This design comes from an exercise in tuning for small area on the open sky130 flow, not from production work.
In this exercise RTL edits were held to simulation tests only and were not proved equivalent to the original.
Power figures rest on the tool's default switching activity, not on a simulated workload. The flow treats the clock pin as an ideal source, which a real chip does not have.

### design/flow/flow/run.sh
#!/bin/bash
# Layout flow: the standard ORFS flow, with
#  - synthesis mapping only to the smallest drive of each gate (the
#    resizer upsizes later where timing needs it); registers unchanged
#  - port buffers of the smallest buffer
#  - clock tree without dummy loads
# Each step's full output goes to a log file of its own here.
set -uo pipefail
DU_SYN="$(cat flow/dontuse_synth.txt)"
CTS="-sink_clustering_enable -repair_clock_nets -dont_use_dummy_load -sink_clustering_size 30 -sink_clustering_max_diameter 80"
bash standard.sh DONT_USE_CELLS="$DU_SYN" synth > log_synth.txt 2>&1 || exit 1
bash standard.sh BUFFER_PORTS_ARGS="-buffer_cell sky130_fd_sc_hd__buf_1" CTS_ARGS="$CTS" finish > log_layout.txt 2>&1 || exit 1
### design/flow/flow/dontuse_synth.txt
sky130_fd_sc_hd__probe_p_8 sky130_fd_sc_hd__probec_p_8 sky130_fd_sc_hd__lpflow_bleeder_1 sky130_fd_sc_hd__lpflow_clkbufkapwr_1 sky130_fd_sc_hd__lpflow_clkbufkapwr_16 sky130_fd_sc_hd__lpflow_clkbufkapwr_2 sky130_fd_sc_hd__lpflow_clkbufkapwr_4 sky130_fd_sc_hd__lpflow_clkbufkapwr_8 sky130_fd_sc_hd__lpflow_clkinvkapwr_1 sky130_fd_sc_hd__lpflow_clkinvkapwr_16 sky130_fd_sc_hd__lpflow_clkinvkapwr_2 sky130_fd_sc_hd__lpflow_clkinvkapwr_4 sky130_fd_sc_hd__lpflow_clkinvkapwr_8 sky130_fd_sc_hd__lpflow_decapkapwr_12 sky130_fd_sc_hd__lpflow_decapkapwr_3 sky130_fd_sc_hd__lpflow_decapkapwr_4 sky130_fd_sc_hd__lpflow_decapkapwr_6 sky130_fd_sc_hd__lpflow_decapkapwr_8 sky130_fd_sc_hd__lpflow_inputiso0n_1 sky130_fd_sc_hd__lpflow_inputiso0p_1 sky130_fd_sc_hd__lpflow_inputiso1n_1 sky130_fd_sc_hd__lpflow_inputiso1p_1 sky130_fd_sc_hd__lpflow_inputisolatch_1 sky130_fd_sc_hd__lpflow_isobufsrc_1 sky130_fd_sc_hd__lpflow_isobufsrc_16 sky130_fd_sc_hd__lpflow_isobufsrc_2 sky130_fd_sc_hd__lpflow_isobufsrc_4 sky130_fd_sc_hd__lpflow_isobufsrc_8 sky130_fd_sc_hd__lpflow_isobufsrckapwr_16 sky130_fd_sc_hd__lpflow_lsbuf_lh_hl_isowell_tap_1 sky130_fd_sc_hd__lpflow_lsbuf_lh_hl_isowell_tap_2 sky130_fd_sc_hd__lpflow_lsbuf_lh_hl_isowell_tap_4 sky130_fd_sc_hd__lpflow_lsbuf_lh_isowell_4 sky130_fd_sc_hd__lpflow_lsbuf_lh_isowell_tap_1 sky130_fd_sc_hd__lpflow_lsbuf_lh_isowell_tap_2 sky130_fd_sc_hd__lpflow_lsbuf_lh_isowell_tap_4 sky130_fd_sc_hd__a2111o_2 sky130_fd_sc_hd__a2111o_4 sky130_fd_sc_hd__a2111oi_2 sky130_fd_sc_hd__a2111oi_4 sky130_fd_sc_hd__a211o_2 sky130_fd_sc_hd__a211o_4 sky130_fd_sc_hd__a211oi_2 sky130_fd_sc_hd__a211oi_4 sky130_fd_sc_hd__a21bo_2 sky130_fd_sc_hd__a21bo_4 sky130_fd_sc_hd__a21boi_2 sky130_fd_sc_hd__a21boi_4 sky130_fd_sc_hd__a21o_2 sky130_fd_sc_hd__a21o_4 sky130_fd_sc_hd__a21oi_2 sky130_fd_sc_hd__a21oi_4 sky130_fd_sc_hd__a221o_2 sky130_fd_sc_hd__a221o_4 sky130_fd_sc_hd__a221oi_2 sky130_fd_sc_hd__a221oi_4 sky130_fd_sc_hd__a22o_2 sky130_fd_sc_hd__a22o_4 sky130_fd_sc_hd__a22oi_2 sky130_fd_sc_hd__a22oi_4 sky130_fd_sc_hd__a2bb2o_2 sky130_fd_sc_hd__a2bb2o_4 sky130_fd_sc_hd__a2bb2oi_2 sky130_fd_sc_hd__a2bb2oi_4 sky130_fd_sc_hd__a311o_2 sky130_fd_sc_hd__a311o_4 sky130_fd_sc_hd__a311oi_2 sky130_fd_sc_hd__a311oi_4 sky130_fd_sc_hd__a31o_2 sky130_fd_sc_hd__a31o_4 sky130_fd_sc_hd__a31oi_2 sky130_fd_sc_hd__a31oi_4 sky130_fd_sc_hd__a32o_2 sky130_fd_sc_hd__a32o_4 sky130_fd_sc_hd__a32oi_2 sky130_fd_sc_hd__a32oi_4 sky130_fd_sc_hd__a41o_2 sky130_fd_sc_hd__a41o_4 sky130_fd_sc_hd__a41oi_2 sky130_fd_sc_hd__a41oi_4 sky130_fd_sc_hd__and2_2 sky130_fd_sc_hd__and2_4 sky130_fd_sc_hd__and2b_2 sky130_fd_sc_hd__and2b_4 sky130_fd_sc_hd__and3_2 sky130_fd_sc_hd__and3_4 sky130_fd_sc_hd__and3b_2 sky130_fd_sc_hd__and3b_4 sky130_fd_sc_hd__and4_2 sky130_fd_sc_hd__and4_4 sky130_fd_sc_hd__and4b_2 sky130_fd_sc_hd__and4b_4 sky130_fd_sc_hd__and4bb_2 sky130_fd_sc_hd__and4bb_4 sky130_fd_sc_hd__buf_12 sky130_fd_sc_hd__buf_16 sky130_fd_sc_hd__buf_2 sky130_fd_sc_hd__buf_6 sky130_fd_sc_hd__buf_8 sky130_fd_sc_hd__bufbuf_16 sky130_fd_sc_hd__bufbuf_8 sky130_fd_sc_hd__bufinv_16 sky130_fd_sc_hd__bufinv_8 sky130_fd_sc_hd__clkbuf_16 sky130_fd_sc_hd__clkbuf_2 sky130_fd_sc_hd__clkbuf_4 sky130_fd_sc_hd__clkbuf_8 sky130_fd_sc_hd__clkdlybuf4s15_2 sky130_fd_sc_hd__clkdlybuf4s18_2 sky130_fd_sc_hd__clkdlybuf4s25_2 sky130_fd_sc_hd__clkdlybuf4s50_2 sky130_fd_sc_hd__clkinv_16 sky130_fd_sc_hd__clkinv_2 sky130_fd_sc_hd__clkinv_4 sky130_fd_sc_hd__clkinv_8 sky130_fd_sc_hd__clkinvlp_2 sky130_fd_sc_hd__clkinvlp_4 sky130_fd_sc_hd__decap_12 sky130_fd_sc_hd__decap_3 sky130_fd_sc_hd__decap_4 sky130_fd_sc_hd__decap_6 sky130_fd_sc_hd__decap_8 sky130_fd_sc_hd__dfbbn_2 sky130_fd_sc_hd__dfrbp_2 sky130_fd_sc_hd__dfrtp_2 sky130_fd_sc_hd__dfrtp_4 sky130_fd_sc_hd__dfsbp_2 sky130_fd_sc_hd__dfstp_2 sky130_fd_sc_hd__dfstp_4 sky130_fd_sc_hd__dfxbp_2 sky130_fd_sc_hd__dfxtp_2 sky130_fd_sc_hd__dfxtp_4 sky130_fd_sc_hd__diode_2 sky130_fd_sc_hd__dlclkp_2 sky130_fd_sc_hd__dlclkp_4 sky130_fd_sc_hd__dlrbn_2 sky130_fd_sc_hd__dlrbp_2 sky130_fd_sc_hd__dlrtn_2 sky130_fd_sc_hd__dlrtn_4 sky130_fd_sc_hd__dlrtp_2 sky130_fd_sc_hd__dlrtp_4 sky130_fd_sc_hd__dlxbn_2 sky130_fd_sc_hd__dlxtn_2 sky130_fd_sc_hd__dlxtn_4 sky130_fd_sc_hd__ebufn_2 sky130_fd_sc_hd__ebufn_4 sky130_fd_sc_hd__ebufn_8 sky130_fd_sc_hd__einvn_2 sky130_fd_sc_hd__einvn_4 sky130_fd_sc_hd__einvn_8 sky130_fd_sc_hd__einvp_2 sky130_fd_sc_hd__einvp_4 sky130_fd_sc_hd__einvp_8 sky130_fd_sc_hd__fa_2 sky130_fd_sc_hd__fa_4 sky130_fd_sc_hd__ha_2 sky130_fd_sc_hd__ha_4 sky130_fd_sc_hd__inv_12 sky130_fd_sc_hd__inv_16 sky130_fd_sc_hd__inv_4 sky130_fd_sc_hd__inv_6 sky130_fd_sc_hd__inv_8 sky130_fd_sc_hd__maj3_2 sky130_fd_sc_hd__maj3_4 sky130_fd_sc_hd__mux2_2 sky130_fd_sc_hd__mux2_4 sky130_fd_sc_hd__mux2_8 sky130_fd_sc_hd__mux2i_2 sky130_fd_sc_hd__mux2i_4 sky130_fd_sc_hd__mux4_2 sky130_fd_sc_hd__mux4_4 sky130_fd_sc_hd__nand2_2 sky130_fd_sc_hd__nand2_4 sky130_fd_sc_hd__nand2_8 sky130_fd_sc_hd__nand2b_2 sky130_fd_sc_hd__nand2b_4 sky130_fd_sc_hd__nand3_2 sky130_fd_sc_hd__nand3_4 sky130_fd_sc_hd__nand3b_2 sky130_fd_sc_hd__nand3b_4 sky130_fd_sc_hd__nand4_2 sky130_fd_sc_hd__nand4_4 sky130_fd_sc_hd__nand4b_2 sky130_fd_sc_hd__nand4b_4 sky130_fd_sc_hd__nand4bb_2 sky130_fd_sc_hd__nand4bb_4 sky130_fd_sc_hd__nor2_2 sky130_fd_sc_hd__nor2_4 sky130_fd_sc_hd__nor2_8 sky130_fd_sc_hd__nor2b_2 sky130_fd_sc_hd__nor2b_4 sky130_fd_sc_hd__nor3_2 sky130_fd_sc_hd__nor3_4 sky130_fd_sc_hd__nor3b_2 sky130_fd_sc_hd__nor3b_4 sky130_fd_sc_hd__nor4_2 sky130_fd_sc_hd__nor4_4 sky130_fd_sc_hd__nor4b_2 sky130_fd_sc_hd__nor4b_4 sky130_fd_sc_hd__nor4bb_2 sky130_fd_sc_hd__nor4bb_4 sky130_fd_sc_hd__o2111a_2 sky130_fd_sc_hd__o2111a_4 sky130_fd_sc_hd__o2111ai_2 sky130_fd_sc_hd__o2111ai_4 sky130_fd_sc_hd__o211a_2 sky130_fd_sc_hd__o211a_4 sky130_fd_sc_hd__o211ai_2 sky130_fd_sc_hd__o211ai_4 sky130_fd_sc_hd__o21a_2 sky130_fd_sc_hd__o21a_4 sky130_fd_sc_hd__o21ai_2 sky130_fd_sc_hd__o21ai_4 sky130_fd_sc_hd__o21ba_2 sky130_fd_sc_hd__o21ba_4 sky130_fd_sc_hd__o21bai_2 sky130_fd_sc_hd__o21bai_4 sky130_fd_sc_hd__o221a_2 sky130_fd_sc_hd__o221a_4 sky130_fd_sc_hd__o221ai_2 sky130_fd_sc_hd__o221ai_4 sky130_fd_sc_hd__o22a_2 sky130_fd_sc_hd__o22a_4 sky130_fd_sc_hd__o22ai_2 sky130_fd_sc_hd__o22ai_4 sky130_fd_sc_hd__o2bb2a_2 sky130_fd_sc_hd__o2bb2a_4 sky130_fd_sc_hd__o2bb2ai_2 sky130_fd_sc_hd__o2bb2ai_4 sky130_fd_sc_hd__o311a_2 sky130_fd_sc_hd__o311a_4 sky130_fd_sc_hd__o311ai_2 sky130_fd_sc_hd__o311ai_4 sky130_fd_sc_hd__o31a_2 sky130_fd_sc_hd__o31a_4 sky130_fd_sc_hd__o31ai_2 sky130_fd_sc_hd__o31ai_4 sky130_fd_sc_hd__o32a_2 sky130_fd_sc_hd__o32a_4 sky130_fd_sc_hd__o32ai_2 sky130_fd_sc_hd__o32ai_4 sky130_fd_sc_hd__o41a_2 sky130_fd_sc_hd__o41a_4 sky130_fd_sc_hd__o41ai_2 sky130_fd_sc_hd__o41ai_4 sky130_fd_sc_hd__or2_2 sky130_fd_sc_hd__or2_4 sky130_fd_sc_hd__or2b_2 sky130_fd_sc_hd__or2b_4 sky130_fd_sc_hd__or3_2 sky130_fd_sc_hd__or3_4 sky130_fd_sc_hd__or3b_2 sky130_fd_sc_hd__or3b_4 sky130_fd_sc_hd__or4_2 sky130_fd_sc_hd__or4_4 sky130_fd_sc_hd__or4b_2 sky130_fd_sc_hd__or4b_4 sky130_fd_sc_hd__or4bb_2 sky130_fd_sc_hd__or4bb_4 sky130_fd_sc_hd__sdfbbn_2 sky130_fd_sc_hd__sdfrbp_2 sky130_fd_sc_hd__sdfrtp_2 sky130_fd_sc_hd__sdfrtp_4 sky130_fd_sc_hd__sdfsbp_2 sky130_fd_sc_hd__sdfstp_2 sky130_fd_sc_hd__sdfstp_4 sky130_fd_sc_hd__sdfxbp_2 sky130_fd_sc_hd__sdfxtp_2 sky130_fd_sc_hd__sdfxtp_4 sky130_fd_sc_hd__sdlclkp_2 sky130_fd_sc_hd__sdlclkp_4 sky130_fd_sc_hd__sedfxbp_2 sky130_fd_sc_hd__sedfxtp_2 sky130_fd_sc_hd__sedfxtp_4 sky130_fd_sc_hd__xnor2_2 sky130_fd_sc_hd__xnor2_4 sky130_fd_sc_hd__xnor3_2 sky130_fd_sc_hd__xnor3_4 sky130_fd_sc_hd__xor2_2 sky130_fd_sc_hd__xor2_4 sky130_fd_sc_hd__xor3_2 sky130_fd_sc_hd__xor3_4
### design/flow/standard.sh
#!/bin/bash
# synth_recipe.tcl (not shown) runs the flow's synth.tcl, then flattens the netlist and writes it again
# the make line also repeats each setting of config.mk as NAME=value (left out here)
make -C /OpenROAD-flow-scripts/flow DESIGN_CONFIG=/design/flow/config.mk WORK_HOME=/design/flow/orfs CLKGATE_MAP_FILE= SYNTH_SCRIPT=/design/flow/synth_recipe.tcl "${@:-finish}"
### design/flow/config.mk
export PLATFORM = sky130hd
export DESIGN_NAME = rbcpRegTop
export DESIGN_NICKNAME = rbcpRegTop
export VERILOG_FILES = /design/flow/design.v
export SDC_FILE = /design/flow/constraint.sdc
export NUM_CORES = 4
export LEC_CHECK = 0
export CAP_MARGIN = 20
export CORE_MARGIN = 2
export CORE_UTILIZATION = 65
export GPL_TIMING_DRIVEN = 0
export SETUP_SLACK_MARGIN = 0.2
export SLEW_MARGIN = 20
export SYNTH_HIERARCHICAL = 1
### design/flow/constraint.sdc
create_clock -name core_clock -period 5.0 [get_ports {CLK}]
set_input_delay 1.0000 -clock core_clock [delete_from_list [all_inputs] [get_ports {CLK}]]
set_output_delay 1.0000 -clock core_clock [all_outputs]
set_load 0.01 [all_outputs]
### design/flow/design.v
`timescale 1ns/100ps
`default_nettype none
package rbcpRegPkg;
  localparam int rbcpAddrWidth = 32;                     
  localparam int dataWidth     = 8;                      
  localparam int bankCount     = 8;
  localparam int bankDepth     = 16;                     
  localparam int regCount      = bankCount * bankDepth;  
  localparam int idxWidth      = $clog2(bankDepth);      
  localparam int bankWidth     = $clog2(bankCount);
  localparam int regAddrWidth  = bankWidth + idxWidth;   
  typedef logic [rbcpAddrWidth-1:0]       rbcpAddrT;
  typedef logic [dataWidth-1:0]           byteT;
  typedef logic [bankCount-1:0]           bankSelT;    
  typedef logic [idxWidth-1:0]            regIdxT;
  typedef logic [bankCount*dataWidth-1:0] bankRdT;     
  localparam int idRegCount = 5;                       
  localparam logic [(idRegCount-1)*dataWidth-1:0] synDate = 32'h0A1B_2C3D;
  localparam byteT fpgaVer = 8'h01;                     
  localparam logic [regAddrWidth-1:0] dipSwAddr = 7'h05;  
  localparam logic [regAddrWidth-1:0] ledAddr   = 7'h06;  
endpackage
`default_nettype wire
`timescale 1ns/100ps
`default_nettype none
module rbcpDecode (
  input  wire logic                 RST,
  input  wire rbcpRegPkg::rbcpAddrT rbcpAddr_i,
  input  wire logic                 rbcpWe_i,
  input  wire logic                 rbcpRe_i,
  input  wire rbcpRegPkg::byteT     rbcpWd_i,
  output logic [rbcpRegPkg::regCount-1:0] rdSel_o,   
  output logic [rbcpRegPkg::regCount-1:0] wrEn_o,    
  output logic [rbcpRegPkg::bankCount/2*rbcpRegPkg::dataWidth-1:0] wrData_o,   
  output logic                      accV_o,     
  output logic                      readV_o     
);
  logic inRange;
  logic writeV;
  logic [rbcpRegPkg::bankCount-1:0] bankRdN, bankWrN;
  logic [rbcpRegPkg::bankDepth-1:0] idxN, idxWrN;
  logic [rbcpRegPkg::regAddrWidth-1:0] a;
  assign a        = rbcpAddr_i[rbcpRegPkg::regAddrWidth-1:0];
  assign inRange  = (rbcpAddr_i[rbcpRegPkg::rbcpAddrWidth-1:rbcpRegPkg::regAddrWidth] == '0);
  assign accV_o   = inRange && !RST && (rbcpWe_i || rbcpRe_i);
  assign readV_o  = inRange && !RST && rbcpRe_i;
  assign writeV   = inRange && !RST && rbcpWe_i;
  rbcpRegPkg::byteT wdN;
  for (genvar k = 0; k < rbcpRegPkg::dataWidth; k++) begin : g_wdn
    gNandBN wdn_i (.aN(RST), .b(rbcpWd_i[k]), .y(wdN[k]));
  end
  for (genvar k = 0; k < rbcpRegPkg::bankCount/2*rbcpRegPkg::dataWidth; k++) begin : g_wd
    gInv wd_i (.a(wdN[k % rbcpRegPkg::dataWidth]), .y(wrData_o[k]));
  end
  logic [rbcpRegPkg::regAddrWidth-1:0] aN;
  logic [3:0] lo, hi, loW, hiW;
  logic rstN;
  for (genvar k = 0; k < rbcpRegPkg::regAddrWidth; k++) begin : g_lit
    gInv n_i (.a(a[k]), .y(aN[k]));
  end
  gInv rstn_i (.a(RST), .y(rstN));
  for (genvar l = 0; l < 4; l++) begin : g_lohi
    gNor2 lo_i (.a(l[1] ? aN[1] : a[1]), .b(l[0] ? aN[0] : a[0]), .y(lo[l]));
    gNor2 hi_i (.a(l[1] ? aN[3] : a[3]), .b(l[0] ? aN[2] : a[2]), .y(hi[l]));
    gOai21 low_i (.a1(l[1] ? aN[1] : a[1]), .a2(l[0] ? aN[0] : a[0]), .b1(rstN), .y(loW[l]));
    gOai21 hiw_i (.a1(l[1] ? aN[3] : a[3]), .a2(l[0] ? aN[2] : a[2]), .b1(rstN), .y(hiW[l]));
  end
  for (genvar i = 0; i < rbcpRegPkg::bankDepth; i++) begin : g_idx
    gNand2 rd_i (.a(lo[i % 4]),  .b(hi[i / 4]),  .y(idxN[i]));
    gNand2 wr_i (.a(loW[i % 4]), .b(hiW[i / 4]), .y(idxWrN[i]));
  end
  for (genvar b = 0; b < rbcpRegPkg::bankCount; b++) begin : g_bank
    gNand3 rd_i (.a(b[2] ? a[6] : aN[6]), .b(b[1] ? a[5] : aN[5]), .c(b[0] ? a[4] : aN[4]), .y(bankRdN[b]));
    logic wrN;
    gNand4 hit_i (.a(writeV), .b(b[2] ? a[6] : aN[6]), .c(b[1] ? a[5] : aN[5]), .d(b[0] ? a[4] : aN[4]), .y(wrN));
    gAnd2  wr_i  (.a(wrN), .b(rstN), .y(bankWrN[b]));
  end
  for (genvar j = 0; j < rbcpRegPkg::regCount; j++) begin : g_sel
    gNor2 rd_i (.a(bankRdN[j / rbcpRegPkg::bankDepth]), .b(idxN[j % rbcpRegPkg::bankDepth]), .y(rdSel_o[j]));
    if (j >= int'(rbcpRegPkg::ledAddr)) begin : g_wr
      gNor2 wr_i (.a(bankWrN[j / rbcpRegPkg::bankDepth]), .b(idxWrN[j % rbcpRegPkg::bankDepth]), .y(wrEn_o[j]));
    end else begin : g_ro
      assign wrEn_o[j] = 1'b0;
    end
  end
endmodule
module gInv (input wire logic a, output logic y);
  assign y = !a;
endmodule
module gNandBN (input wire logic aN, input wire logic b, output logic y);
  assign y = !(!aN && b);
endmodule
module gNor2 (input wire logic a, input wire logic b, output logic y);
  assign y = !(a || b);
endmodule
module gNand2 (input wire logic a, input wire logic b, output logic y);
  assign y = !(a && b);
endmodule
module gNand3 (input wire logic a, input wire logic b, input wire logic c, output logic y);
  assign y = !(a && b && c);
endmodule
module gNor3 (input wire logic a, input wire logic b, input wire logic c, output logic y);
  assign y = !(a || b || c);
endmodule
module gNand4 (input wire logic a, input wire logic b, input wire logic c, input wire logic d, output logic y);
  assign y = !(a && b && c && d);
endmodule
module gNor4 (input wire logic a, input wire logic b, input wire logic c, input wire logic d, output logic y);
  assign y = !(a || b || c || d);
endmodule
module gAoi22 (input wire logic a1, input wire logic a2, input wire logic b1, input wire logic b2, output logic y);
  assign y = !((a1 && a2) || (b1 && b2));
endmodule
module gAoi222 (input wire logic a1, input wire logic a2, input wire logic b1, input wire logic b2,
                input wire logic c1, input wire logic c2, output logic y);
  assign y = !((a1 && a2) || (b1 && b2) || (c1 && c2));
endmodule
module gOai21 (input wire logic a1, input wire logic a2, input wire logic b1, output logic y);
  assign y = !((a1 || a2) && b1);
endmodule
module gNor3B (input wire logic a, input wire logic b, input wire logic cN, output logic y);
  assign y = !(a || b || !cN);
endmodule
module gAnd2 (input wire logic a, input wire logic b, output logic y);
  assign y = a && b;
endmodule
module gAoi21 (input wire logic a1, input wire logic a2, input wire logic b1, output logic y);
  assign y = !((a1 && a2) || b1);
endmodule
`default_nettype wire
`timescale 1ns/100ps
`default_nettype none
module regBank (
  input  wire logic                CLK,
  input  wire logic                RST,
  input  wire logic [rbcpRegPkg::regCount-1:0] rdSel_i,
  input  wire logic [rbcpRegPkg::regCount-1:0] wrEn_i,
  input  wire logic [rbcpRegPkg::bankCount/2*rbcpRegPkg::dataWidth-1:0] wrData_i,   
  input  wire rbcpRegPkg::byteT    dipSw_i,
  output rbcpRegPkg::byteT         rdData_o,    
  output rbcpRegPkg::byteT         led_o
);
  localparam int first = int'(rbcpRegPkg::ledAddr);
  localparam int sw    = int'(rbcpRegPkg::dipSwAddr);
  logic [rbcpRegPkg::regCount*rbcpRegPkg::dataWidth-1:0] regs;    
  rbcpRegPkg::byteT ledQ;
  for (genvar j = first; j < rbcpRegPkg::regCount; j++) begin : g_reg
    always_ff @(posedge CLK) begin
      if (wrEn_i[j]) begin
        regs[j*rbcpRegPkg::dataWidth +: rbcpRegPkg::dataWidth] <= wrData_i[(j/rbcpRegPkg::bankDepth/2)*rbcpRegPkg::dataWidth +: rbcpRegPkg::dataWidth];
      end
    end
  end
  assign regs[sw*rbcpRegPkg::dataWidth +: rbcpRegPkg::dataWidth] = dipSw_i;
  assign regs[sw*rbcpRegPkg::dataWidth-1:0] = '0;    
  rbcpRegPkg::byteT rdId;
  always_comb begin
    for (int b = 0; b < rbcpRegPkg::dataWidth; b++) begin
      rdId[b] = 1'b0;
      for (int j = 0; j < rbcpRegPkg::idRegCount - 1; j++) begin
        if (rbcpRegPkg::synDate[(rbcpRegPkg::idRegCount-2-j)*rbcpRegPkg::dataWidth + b]) begin
          rdId[b] = rdId[b] || rdSel_i[j];
        end
      end
      if (rbcpRegPkg::fpgaVer[b]) begin
        rdId[b] = rdId[b] || rdSel_i[rbcpRegPkg::idRegCount-1];
      end
    end
  end
  for (genvar b = 0; b < rbcpRegPkg::dataWidth; b++) begin : g_bit
    logic [rbcpRegPkg::regCount-sw-1:0] d;
    for (genvar j = sw; j < rbcpRegPkg::regCount; j++) begin : g_d
      assign d[j-sw] = regs[j*rbcpRegPkg::dataWidth + b];
    end
    localparam logic [(rbcpRegPkg::idRegCount-1)*rbcpRegPkg::dataWidth-1:0] bitMask =
      {(rbcpRegPkg::idRegCount-1){rbcpRegPkg::byteT'(1 << b)}};
    localparam bit hasId = ((rbcpRegPkg::synDate & bitMask) != '0) || rbcpRegPkg::fpgaVer[b];
    rdTree #(.HasC(hasId)) tree_i (
      .sel_i (rdSel_i[rbcpRegPkg::regCount-1:sw]),
      .d_i   (d),
      .c_i   (rdId[b]),
      .y_o   (rdData_o[b])
    );
  end
  always_ff @(posedge CLK) begin
    ledQ <= regs[first*rbcpRegPkg::dataWidth +: rbcpRegPkg::dataWidth] & {rbcpRegPkg::dataWidth{!RST}};
  end
  assign led_o = ledQ;
endmodule
module rdTree #(
  parameter bit HasC = 1'b1
) (
  input  wire logic [122:0] sel_i,
  input  wire logic [122:0] d_i,
  input  wire logic         c_i,
  output logic              y_o
);
  logic [40:0] n;     
  logic [11:0] h;     
  logic [2:0]  m;     
  for (genvar t = 0; t < 41; t++) begin : g_tri
    gAoi222 g (.a1(sel_i[3*t]),   .a2(d_i[3*t]),
               .b1(sel_i[3*t+1]), .b2(d_i[3*t+1]),
               .c1(sel_i[3*t+2]), .c2(d_i[3*t+2]), .y(n[t]));
  end
  for (genvar q = 0; q < 8; q++) begin : g_h4
    gNand4 g (.a(n[4*q]), .b(n[4*q+1]), .c(n[4*q+2]), .d(n[4*q+3]), .y(h[q]));
  end
  for (genvar q = 0; q < 3; q++) begin : g_h3
    gNand3 g (.a(n[32+3*q]), .b(n[33+3*q]), .c(n[34+3*q]), .y(h[8+q]));
  end
  gNor4 m0_i (.a(h[0]), .b(h[1]), .c(h[2]),  .d(h[3]),  .y(m[0]));
  gNor4 m1_i (.a(h[4]), .b(h[5]), .c(h[6]),  .d(h[7]),  .y(m[1]));
  if (HasC) begin : g_c
    assign h[11] = c_i;
    gNor4 m2_i (.a(h[8]), .b(h[9]), .c(h[10]), .d(h[11]), .y(m[2]));
  end else begin : g_nc
    assign h[11] = 1'b0;
    gNor3 m2_i (.a(h[8]), .b(h[9]), .c(h[10]), .y(m[2]));
  end
  gNand3 y_i (.a(m[0]), .b(m[1]), .c(m[2]), .y(y_o));
endmodule
`default_nettype wire
`timescale 1ns/100ps
`default_nettype none
module rbcpResponse (
  input  wire logic                CLK,
  input  wire logic                RST,
  input  wire logic                accV_i,
  input  wire logic                readV_i,
  input  wire rbcpRegPkg::byteT    rdData_i,
  output rbcpRegPkg::byteT         rbcpRd_o,
  output logic                     rbcpAck_o
);
  rbcpRegPkg::byteT rd1, rd2, rd3;
  logic ack1, ack2, ack3;
  logic rdV1, rdV2;      
  logic rstQ;      
  logic keep;      
  assign keep = !RST && !rstQ;
  logic keepRd;
  rbcpRegPkg::byteT rd2Kept;
  gNor3B keep_i (.a(RST), .b(rstQ), .cN(rdV2), .y(keepRd));
  for (genvar k = 0; k < rbcpRegPkg::dataWidth; k++) begin : g_keep
    gAnd2 and_i (.a(rd2[k]), .b(keepRd), .y(rd2Kept[k]));
  end
  always_ff @(posedge CLK) begin
    rstQ <= RST;
    rd1  <= rdData_i;
    ack1 <= accV_i;
    rdV1 <= readV_i;
    rdV2 <= rdV1;
    rd2  <= rd1;
    ack2 <= ack1;
    rd3  <= rd2Kept;
    ack3 <= ack2 && keep;
  end
  assign rbcpAck_o = ack3;
  assign rbcpRd_o  = rd3;
endmodule
`default_nettype wire
`timescale 1ns/100ps
`default_nettype none
module rbcpRegTop (
  input  wire logic                 CLK,
  input  wire logic                 RST,
  input  wire rbcpRegPkg::rbcpAddrT rbcpAddr_i,
  input  wire logic                 rbcpWe_i,
  input  wire rbcpRegPkg::byteT     rbcpWd_i,
  input  wire logic                 rbcpRe_i,
  output wire rbcpRegPkg::byteT     rbcpRd_o,
  output wire logic                 rbcpAck_o,
  input  wire rbcpRegPkg::byteT     dipSw_i,
  output wire rbcpRegPkg::byteT     led_o
);
  wire logic [rbcpRegPkg::regCount-1:0] rdSel, wrEn;
  wire logic [rbcpRegPkg::bankCount/2*rbcpRegPkg::dataWidth-1:0] wrData;
  wire logic             accV, readV;
  wire rbcpRegPkg::byteT rdData;
  rbcpDecode decode_i (
    .RST        (RST),
    .rbcpAddr_i (rbcpAddr_i),
    .rbcpWe_i   (rbcpWe_i),
    .rbcpRe_i   (rbcpRe_i),
    .rbcpWd_i   (rbcpWd_i),
    .rdSel_o    (rdSel),
    .wrEn_o     (wrEn),
    .wrData_o   (wrData),
    .accV_o     (accV),
    .readV_o    (readV)
  );
  regBank bank_i (
    .CLK      (CLK),
    .RST      (RST),
    .rdSel_i  (rdSel),
    .wrEn_i   (wrEn),
    .wrData_i (wrData),
    .dipSw_i  (dipSw_i),
    .rdData_o (rdData),
    .led_o    (led_o)
  );
  rbcpResponse response_i (
    .CLK       (CLK),
    .RST       (RST),
    .accV_i    (accV),
    .readV_i   (readV),
    .rdData_i  (rdData),
    .rbcpRd_o  (rbcpRd_o),
    .rbcpAck_o (rbcpAck_o)
  );
endmodule
`default_nettype wire
==> results.json <==
{
  "outcome": "finished clean",
  "wl_per_cell_um": 34.7,
  "grt_pass1_wl_mm": 132,
  "vias": 20300,
  "critPathRequiredTime_ps": 5410,
  "cp_cell_sequence": "buf_1, inv_1, nand3_1, nor2_1, a222oi_1, nand4_1, nor4_1, nand3_1",
  "grt-ovfl-total": 0,
  "chipHeight_um": 239,
  "max_freq_mhz": 222,
  "drtIter0Drc": 4341,
  "die_w_um": 239,
  "skew_ps": 29.6,
  "track_usage": 0.329,
  "crit_arrival_ps": 4910,
  "cp_slowest_cell": "nor4_1",
  "drc": 0,
  "power_density_mw_per_mm2": 386,
  "rsz0062_at_grt": "no",
  "crit_path_frequent_cell": "nand3_1",
  "grt_pass1_vias": 19300,
  "critPathBufInv": 2,
  "place_congestion": 0.898,
  "cp_num_cells": 8,
  "slew_viol_final": 0,
  "die-area_sq_mm": 0.0569,
  "grt_max_degree": 33,
  "cts_buffers": 40,
  "design_area_sq_mm": 0.0381,
  "yosysWarningCount": 10,
  "cts.repair.resized": 0,
  "relSlewSlack": 0.183,
  "min_period_over_period": 0.900,
  "fin_cells": 2688,
  "worstRegToRegCells": 4,
  "nets": 2042,
  "detailed_place_hpwl_mm": 58.2,
  "cap_violations": 0,
  "num_io_pins": 69,
  "clock_sink_count": 1014,
  "crit_start": "rbcpAddr_i[4]",
  "worstMarginPinSlew_ps": 1220,
  "cts_root_buffer": "clkbuf_16",
  "core_area_sq_mm": 0.0541,
  "avgSynthCellArea_sq_um": 19.1,
  "path_max_fanout": 16,
  "synth_nets": 1922,
  "drive_above_1_share": 0.0267,
  "totalWireLength_mm": 93.2,
  "r2r_slack_ps": 2280,
  "clockBufferDepth": 3,
  "final_antenna_net_count": 0,
  "n_fill_cell": 3394,
  "crit_end": "response_i.rd1[0]",
  "via_per_inst": 7.56,
  "r2r_start": "bank_i.regs[328]",
  "vdd_ir_drop_max_mv": 0.330,
  "worstReg2RegEnd": "response_i.rd1[0]",
  "htreeDepth": 2,
  "finalCriticalPeriod_ps": 4500,
  "drt-pass1-iter-count": 9,
  "clkLatencyLatePin_ps": 610,
  "post-cts-setup-buffer-count": 0,
  "crit_family": "simple AND/OR/NAND/NOR gates",
  "rows": 85,
  "cp-start-kind": "primary input",
  "hold_slack_ps": 338,
  "final_core_util": 0.704,
  "hold_class": "reg2reg",
  "antenna_found_initial": 3,
  "portBuffers": 68,
  "p_leak_uw": 0.0112,
  "synthesis.instances": 1870,
  "critPathCaptureType": "flip-flop",
  "start_util": 0.661,
  "place_inst": 2635,
  "ctsHoldBuffers": 0,
  "slowest_delay_ps": 950,
  "setup_viol": 0,
  "timing.setup.tns_ps": 0,
  "areaGrowthSynthToFinish_pct": 6.56,
  "synth_area_sq_mm": 0.0358,
  "placed_area_sq_mm": 0.0369,
  "report.final.hold_viol_count": 0,
  "clk_pin_slew_worst_paths_ps": 110,
  "cts_tree": "yes",
  "critPathKind": "in2reg"
}
-- metal layers --
| layer | global-route usage | up-vias | share of wire |
|---|---|---|---|
| met5 | 0 | - | 0.00025 |
| met4 | 0.113 | 4 | 0.039 |
| met3 | 0.0726 | 182 | 0.13 |
| met2 | 0.509 | 1434 | 0.47 |
| met1 | 0.474 | 10300 | 0.37 |
| li1 | - | 8426 | - |
-- layout by cell type (no fill, tap or decap), types with 3 or more instances in the layout --
cell type	n
buf_16	5
nand3_1	40
nor2b_1	8
and2_1	16
edfxtp_1	976
nor2_1	259
a222oi_1	328
buf_1	68
or2_1	3
inv_1	29
dfxtp_1	38
o21ai_1	9
nor3_1	4
diode_2	4
nor4_1	28
clkbuf_16	40
nand4_1	73
clkinv_1	9
nand2_1	35
nand2b_1	8
buf_8	3
-- per-stage QoR --
step                      setup WS (ps)  total power, uW
after floorplan                    1830            10700
after global placement             83.3            11100
after detailed placement           34.8            11100
after CTS                           658            14700
after global routing                500            15100
final                               498            14700
-- layout make-up --
class                           count  area [sq um]  share of cell area
Sequential cell                  1014         30100               0.789
Multi-Input combinational cell    816          5540               0.145
Clock buffer                       40          1000              0.0263
Tap cell                          696           871              0.0229
Timing Repair Buffer               78           460              0.0121
Inverter                           40           150             0.00394
Antenna cell                        4          10.0            0.000263
-- state kept, by name, indices dropped and copies added, names as in the netlist --
register,flops
bank_i.ledQ,8
response_i.rd3,8
response_i.rdV1,1
response_i.ack3,1
response_i.rstQ,1
bank_i.regs,976
response_i.rdV2,1
response_i.rd1,8
response_i.ack1,1
response_i.ack2,1
response_i.rd2,8
-- where the power goes --
part           total [uW]  switching (uW)  internal, uW
Combinational         757             644           113
Sequential          10200             168         10000
Clock                3750            2300          1450
Total               14700            3110         11600
-- worst min-delay path by stage --
stage / startpoint / to / slack (ps) / depth (start not counted)
finish: response_i.rd1[1] / response_i.rd2[1] / 340 / 0
CTS: response_i.rd1[1] / response_i.rd2[1] / 340 / 0
global placement: response_i.rd1[0] / response_i.rd2[0] / 310 / 0
global route: response_i.rd1[0] / response_i.rd2[0] / 340 / 0
floorplan: response_i.ack1 / response_i.ack2 / 310 / 0
detailed placement: response_i.rd1[0] / response_i.rd2[0] / 310 / 0

==> re-timing with driven ports <==
How much do the figures lean on ideal ports? The routed layout below was timed once more, with nothing changed but the port constraints.
Step 1: set_driving_cell puts a clkbuf_16 on CLK and a buf_2 on each other input, an assumption about the parent block.
Step 2 adds t to the input delays and takes it off the output delays; t is the mean of the earliest and latest rising clock arrival at the registers after step 1. Input paths then give back, and output paths get back, about the clock's delay inside the block.
a / b / c = ideal / step 1 / step 2; a / b = the first two.
t (ns): 0.659
setup slack, ns: 0.498 / 0.491 / -0.169
hold WS [ns]: 0.338 / 0.338 / 0.338
slew at the worst register clock pin (ns): 0.11 / 0.11
cell pins on the clock port's net: 1
With both steps, setup timing fails in this run, where it was met with ideal ports. For this run, drivers alone change the setup slack by -0.007 ns; drivers and shift together by -0.667 ns.
